Background: an optimization exercise with open tools, aiming at small area, a short achievable clock period and few clock cycles per item. Do not read the settings as production practice.
RTL that was checked went through simulation tests only; none was proved equivalent to the original.

Design trilinear_interp_axis, start of the top module:
module trilinear_interp_axis (
    input  logic         clk,
    input  logic         rstn,
    input  logic         in_valid,
    output logic         in_ready,
    input  logic [7:0]   frac_r,
    input  logic [7:0]   frac_g,
    input  logic [7:0]   frac_b,
    input  logic         mode,
    input  logic [7:0]   in_user,
    input  logic [191:0] pt_nbr,
    output logic         out_valid,
    input  logic         out_ready,
    output logic [23:0]  out_pt,
    output logic [7:0]   out_user
);
For scale: ~1500 flip-flops, ~260 I/O pins.
==> flow/config.mk <==
export PLATFORM = sky130hd
export DESIGN_NAME = trilinear_interp_axis
export DESIGN_NICKNAME = trilinear_interp_axis
export VERILOG_FILES = /design/flow/design.v
export SDC_FILE = /design/flow/constraint.sdc
export NUM_CORES = 4
export LEC_CHECK = 0
export ABC_CLOCK_PERIOD_IN_PS = 3200
export CAP_MARGIN = 20
export CORE_MARGIN = 2
export CORE_UTILIZATION = 55
export PLACE_DENSITY = 0.68
export SETUP_SLACK_MARGIN = 2.8
export SLEW_MARGIN = 20
==> flow/constraint.sdc <==
create_clock -name core_clock -period 6.0 [get_ports {clk}]
set_input_delay 1.2000 -clock core_clock [delete_from_list [all_inputs] [get_ports {clk}]]
set_output_delay 1.2000 -clock core_clock [all_outputs]
set_load 0.01 [all_outputs]
run.sh (not shown) runs the stock make flow with config.mk's settings and CLKGATE_MAP_FILE= SYNTH_SCRIPT=/design/flow/synth_recipe.tcl, a recipe that flattens the netlist after the stock synthesis.
Next try:
CORE_UTILIZATION = 40   (was 55)
PLACE_DENSITY = default   (was 0.68)
The new run went through all stages and came out clean.
Cell area is about the same.
Via count falls by 1.6%.
Hold slack is about the same.
Core utilization falls by 18 points.
Sequential share of layout area hardly moves.
Function was not checked in any run of this note: the RTL went through the layout flow alone.

---

Another version of the RTL of trilinear_interp_axis (not shown whole).
For scale: ~7100 cells after synthesis, about 1700 flip-flops, roughly 260 I/O pins, about 0.094 mm^2 of cells after synthesis.
export LEC_CHECK = 0
export ABC_CLOCK_PERIOD_IN_PS = 3000
export CAP_MARGIN = 20
export CORE_MARGIN = 2
export CORE_UTILIZATION = 40
export SETUP_SLACK_MARGIN = 3.0
export SLEW_MARGIN = 20
export TNS_END_PERCENT = 20
create_clock -name core_clock -period 6.0 [get_ports {clk}]
Testbench counts at the start, summed over its fixed seeds: cycles 16,056, items 16,000.
Rerun with:
Settings changed: ABC_CLOCK_PERIOD_IN_PS 3000 to 3100, SETUP_SLACK_MARGIN 3.0 to 2.9, TNS_END_PERCENT 20 to unset.
Clock-buffer cell count fell by 7.
Critical path depth stays the same.
Non-clock buffer count rose by 8.

---

## lane 4
trilinear_interp_axis, a different RTL version from the one above (not shown whole).
For scale: about 1700 flip-flops, roughly 260 I/O pins, ~91000 µm² of cells after synthesis.
make LEC_CHECK=0 ABC_CLOCK_PERIOD_IN_PS=2800 CAP_MARGIN=20 CORE_MARGIN=2 CORE_UTILIZATION=40 SETUP_SLACK_MARGIN=3.2 SLEW_MARGIN=20 SYNTH_HIERARCHICAL=1 TNS_END_PERCENT=30 finish   # period 6.0 ns
Testbench counts of lane 4, summed over its fixed seeds: cycles 16,056, items 16,000.
Modified inputs, lane 5 compared to lane 4
# lane 4
export LEC_CHECK = 0
export ABC_CLOCK_PERIOD_IN_PS = 2800
export CAP_MARGIN = 20
export CORE_MARGIN = 2
export CORE_UTILIZATION = 40
export SETUP_SLACK_MARGIN = 3.2
export SLEW_MARGIN = 20
export SYNTH_HIERARCHICAL = 1
export TNS_END_PERCENT = 30
create_clock -name core_clock -period 6.0 [get_ports {clk}]
# lane 5
export LEC_CHECK = 0
export ABC_CLOCK_PERIOD_IN_PS = 3100
export CAP_MARGIN = 20
export CORE_MARGIN = 2
export CORE_UTILIZATION = 40
export SETUP_SLACK_MARGIN = 2.9
export SLEW_MARGIN = 20
export SYNTH_HIERARCHICAL = 1
create_clock -name core_clock -period 6.0 [get_ports {clk}]
Findings:
Final core utilization: lane 5 lower than lane 4
Changes observed in lane 5 relative to lane 4: sequential share of layout area rose by 0.76 points; area of all placed cells without fillers fell by 2.3%; routed wire length fell by about 4.7%; global-route usage fell by 1.0 points; post-route minimum period rose by 0.061 ns.
From lane 4 to lane 5 the numbers moved as follows: worst-case headroom to the max-slew limit now larger; total area of multi-input combinational cells now smaller.

---

Another version of the RTL of trilinear_interp_axis (not shown whole).
Size in the first run: ~7200 cells after synthesis, ~260 I/O pins, about 92000 sq um of cells after synthesis.
clock: 6.0 ns
lec_check: 0
abc_clock_period_in_ps: 3200
cap_margin: 20
core_margin: 2
core_utilization: 40
setup_slack_margin: 2.8
slew_margin: 20
tns_end_percent: 20
Change:
Settings changed: TNS_END_PERCENT 20 to default.
The changed run finished clean. Non-clock buffer count rose by 41. Final area climbs by 0.90%. Setup slack improved by 22 ps. First-iteration DRC count grows by 6.5%. Via count grows by 0.68%. Clock-buffer cell count drops by 10. Core utilization increases by 0.42 points. Wire length grows by 2.0%.
Function was not checked in any run of this note: the RTL went through the layout flow alone.

---

Another version of the RTL of trilinear_interp_axis (not shown whole).
Size in the first run: ~6,900 cells after synthesis, about 1,300 flip-flops, roughly 94,000 sq um of cells after synthesis.
export LEC_CHECK = 0
export ABC_CLOCK_PERIOD_IN_PS = 3400
export CAP_MARGIN = 20
export CORE_MARGIN = 2
export CORE_UTILIZATION = 40
export SETUP_SLACK_MARGIN = 2.6
export SLEW_MARGIN = 20
create_clock -name core_clock -period 6.0 [get_ports {clk}]
The starting point ran to the end with no violations.
Testbench counts at the start, summed over its fixed seeds: cycles 16,048, items 16,000.
==> next run, changes <==
- ABC_CLOCK_PERIOD_IN_PS: 3400 -> 3700
- SETUP_SLACK_MARGIN: 2.6 -> 2.3
Effect:
- global-route usage drops by 0.71 points
- final area drops by 2.1%
- count of clock-buffer cells in the layout is unchanged
- via count drops by 2.0%
- die area does not change
- first-iteration DRC count drops by 2.5%
- utilization drops by 0.97 points
- worst setup slack got worse by 160 ps
- routed wire length drops by 4.6%

separate check: timing with driven ports:
How much do the figures lean on ideal ports? The routed layouts below were timed once more, with nothing changed but the port constraints. Step 1, drivers: a clkbuf_16 drives clk and a buf_2 each remaining input, both assumed. Step 2 adds t to the input delays and takes it off the output delays; t is the mean of the earliest and latest rising clock arrival at the registers after step 1. Input paths then give back, and output paths get back, about the clock's delay inside the block. a / b / c = ideal / step 1 / step 2; a / b = the first two.
run | t (ns) | setup slack, ns | worst hold slack (ns) | worst setup path after step 2 | clock arrival spread, ns
the first run of note 1 | 0.895 | 2.455 / 2.392 / 1.497 | 0.319 / 0.319 / 0.319 | input to register | 0.063 / 0.064
the second run of note 1 | 0.887 | 2.664 / 2.717 / 1.829 | 0.321 / 0.321 / 0.321 | input to register | 0.077 / 0.077
the first run of note 2 | 0.892 | 2.857 / 2.832 / 2.731 | 0.304 / 0.304 / 0.304 | input to register | 0.093 / 0.093
the second run of note 2 | 0.923 | 2.951 / 2.901 / 2.511 | 0.309 / 0.264 / 0.309 | input to register | 0.057 / 0.056
lane 4 | 0.894 | 3.008 / 3.008 / 2.901 | 0.321 / 0.321 / 0.321 | input to register | 0.087 / 0.087
lane 5 | 0.897 | 2.947 / 2.919 / 2.531 | 0.317 / 0.317 / 0.317 | input to register | 0.092 / 0.092
the first run of note 4 | 0.898 | 2.724 / 2.724 / 2.186 | 0.324 / 0.324 / 0.324 | input to register | 0.054 / 0.054
the second run of note 4 | 0.895 | 2.745 / 2.745 / 2.493 | 0.310 / 0.310 / 0.310 | input to register | 0.074 / 0.074
the first run of note 5 | 0.900 | 2.508 / 2.537 / 1.637 | 0.398 / 0.398 / 0.398 | input to register | 0.066 / 0.066
the second run of note 5 | 0.897 | 2.350 / 2.322 / 1.534 | 0.400 / 0.400 / 0.400 | input to register | 0.062 / 0.062
After both steps setup and hold are still met in every run listed. The setup slack of the first run of note 1, which loses most, moves by -0.063 ns with the drivers and by -0.958 ns with both steps.
